This design comes from an exercise in tuning for small area on the open sky130 flow, not from production work. Where RTL was checked, it was by simulation tests only, not by an equivalence proof against the original. No activity file was given, so power comes from the tool's default toggle rates.

==> flow/design.v (excerpt) <==
module ecg_r_peak_heart_rate (
  input  logic        clk,
  input  logic        rst,
  input  logic        sample_valid,
  output logic        sample_stall,
  input  logic [11:0] adc_sample,
  output logic        result_valid,
  input  logic        result_stall,
  output logic [11:0] filtered_sample,
  output logic        peak_flag,
  output logic        rate_updated,
  output logic [7:0]  heart_rate,
  input  logic        cfg_valid,
  output logic        cfg_ready,
  input  logic [2:0]  cfg_index,
  input  logic [15:0] cfg_data
);
Size: roughly 230 flip-flops, ~61 I/O pins.
Settings: LEC_CHECK=0, ABC_AREA=1, CAP_MARGIN=20, CORE_MARGIN=2, CORE_UTILIZATION=60, SLEW_MARGIN=20; clock period 10.0 ns.
standard.sh (not shown) runs the stock make flow with config.mk's settings and CLKGATE_MAP_FILE= SYNTH_SCRIPT=/design/flow/synth_recipe.tcl, a recipe that flattens the netlist after the stock synthesis.
==> flow/flow/run.sh <==
#!/bin/bash
# The standard layout (standard.sh) with these changes:
#  - synthesis maps the logic with an area-only ABC script (flow/area.abc) instead of ORFS's
#    abc_area.script; everything else in synthesis, the registers included, is unchanged;
#  - ports are buffered with the smallest buffer (buf_1);
#  - the clock tree is built from clkbuf_4 without dummy loads.
# Logs: own_synth.log is not separate; make's whole output goes to standard.log and ORFS
# writes each step's log under orfs/logs/.
set -euo pipefail
HERE=$(pwd)
{
  printf '%s\n' 'proc abc {args} {'
  printf '%s\n' '  set i [lsearch -exact $args -script]'
  printf '%s\n' '  if {$i >= 0} { lset args [expr {$i + 1}] $::env(OWN_ABC_SCRIPT) }'
  printf '%s\n' '  yosys abc {*}$args'
  printf '%s\n' '}'
  cat synth_recipe.tcl
} > own_synth.tcl
sed -E "s#SYNTH_SCRIPT=[^ ]+#SYNTH_SCRIPT=$HERE/own_synth.tcl#" standard.sh > own_standard.sh
export OWN_ABC_SCRIPT="$HERE/flow/area.abc"
export BUFFER_PORTS_ARGS="-buffer_cell sky130_fd_sc_hd__buf_1"
export CTS_ARGS="-sink_clustering_enable -repair_clock_nets -dont_use_dummy_load -buf_list sky130_fd_sc_hd__clkbuf_4 -sink_clustering_size 10 -sink_clustering_max_diameter 50"
bash own_standard.sh > standard.log 2>&1
==> flow/flow/area.abc <==
strash
dch
map -a
topo
Rerun with:
--- a/flow/design.v
+++ b/flow/design.v
@@ -210,15 +210,24 @@
   logic       colmask;
   logic [2:0] tot;
   logic [1:0] ccin;
   logic       sbit;
   assign colmask = ~j[3];
   assign ccin    = (j == 4'd0) ? 2'd0 : p[4:3];
-  assign tot     = {1'b0, ccin} + {2'b0, h0q & colmask} + {2'b0, h1q & colmask} +
-                   {2'b0, h2q & colmask} + {2'b0, h3q & colmask};
-  assign sbit    = tot[0];
+  logic hm0, hm1, hm2, hm3, fs1, fc1, fc2;
+  assign hm0 = h0q & colmask;
+  assign hm1 = h1q & colmask;
+  assign hm2 = h2q & colmask;
+  assign hm3 = h3q & colmask;
+  assign fs1    = hm0 ^ hm1 ^ hm2;
+  assign fc1    = (hm0 & hm1) | (hm0 & hm2) | (hm1 & hm2);
+  assign tot[0] = hm3 ^ fs1 ^ ccin[0];
+  assign fc2    = (hm3 & fs1) | (hm3 & ccin[0]) | (fs1 & ccin[0]);
+  assign tot[1] = fc1 ^ fc2 ^ ccin[1];
+  assign tot[2] = (fc1 & fc2) | (fc1 & ccin[1]) | (fc2 & ccin[1]);
+  assign sbit   = tot[0];
   logic [1:0] r3, r3_n;
   assign r3 = p[6:5];
   always_comb begin
     r3_n = (j == 4'd0) ? 2'd0 : r3;
     if (sbit) begin
       if (j[0]) r3_n = (r3_n == 2'd0) ? 2'd2 : (r3_n == 2'd1) ? 2'd0 : 2'd1;
@@ -233,28 +242,32 @@
     qpv  = (j == 4'd0) ? 1'b0 : p[1];
     c3in = (j == 4'd0) ? 1'b0 : p[2];
     qj   = ybit ^ qpv ^ c3in;
     bb_n = (~sbit & (rj | bbin)) | (rj & bbin);
     c3_n = (qj & qpv) | (qj & c3in) | (qpv & c3in);
   end
-  logic [3:0] sh_lo;
-  logic       held_en, held_in;
+  logic held_en, held_in, win0, win1, win2;
+  assign win0 = !j[3];
+  assign win1 = (j[3:1] != 3'd0 || j[0]) && (j[3:1] == 3'd0 || !j[3] || j[2:0] == 3'd0);
+  assign win2 = (j[3:1] != 3'd0) && (!j[3] || j[2:1] == 2'd0);
   always_comb begin
     held_en = 1'b0;
     held_in = 1'b0;
-    sh_lo   = (fill == 3'd2) ? 4'd1 : (fill == 3'd4) ? 4'd2 : 4'd0;
     if (is_init) begin
-      held_en = ph[4] && !j[3];
+      held_en = ph[4] && win0;
     end else if (is_avg && ph[4]) begin
-      if (fill == 3'd3) begin
-        held_en = !j[3];
-        held_in = qj;
-      end else begin
-        held_en = (j >= sh_lo) && (j < sh_lo + 4'd8);
-        held_in = sbit;
-      end
+      held_in = sbit;
+      unique case (fill)
+        3'd2:    held_en = win1;
+        3'd3: begin
+          held_en = win0;
+          held_in = qj;
+        end
+        3'd4:    held_en = win2;
+        default: held_en = win0;
+      endcase
     end
   end
   logic peak;
   assign peak = gr_n & up & p[5] & p[6];
   always_ff @(posedge clk) begin
     if (rst) begin
- final cell count barely changes
- global-route usage came out higher by 0.83 points
- design area is about the same
- total power came out higher by 1.5%
- core utilization came out higher by 0.45 points
- worst setup slack got worse by 0.11 ns
The RTL of the first run of this note was laid out without a check of its function.

==> static timing again, ports no longer ideal <==
Ports are ideal in the flow. The routed layouts listed here were re-timed in OpenROAD.
Step 1, drivers: a clkbuf_16 drives clk and a buf_2 each remaining input, both assumed.
Step 2 also shifts input and output timing later by t, the mid clock arrival at the registers, as if the neighbouring blocks saw the same clock.
Slacks: no drivers / after step 1 / after step 2; pairs: no drivers / after step 1.
run	t, ns	setup slack, ns	slew at the worst register clock pin (ns)
the first run	0.631	4.736 / 4.703 / 4.797	0.11 / 0.11
the second run	0.654	4.625 / 4.590 / 4.850	0.11 / 0.11
After both steps every run listed still meets setup and hold.
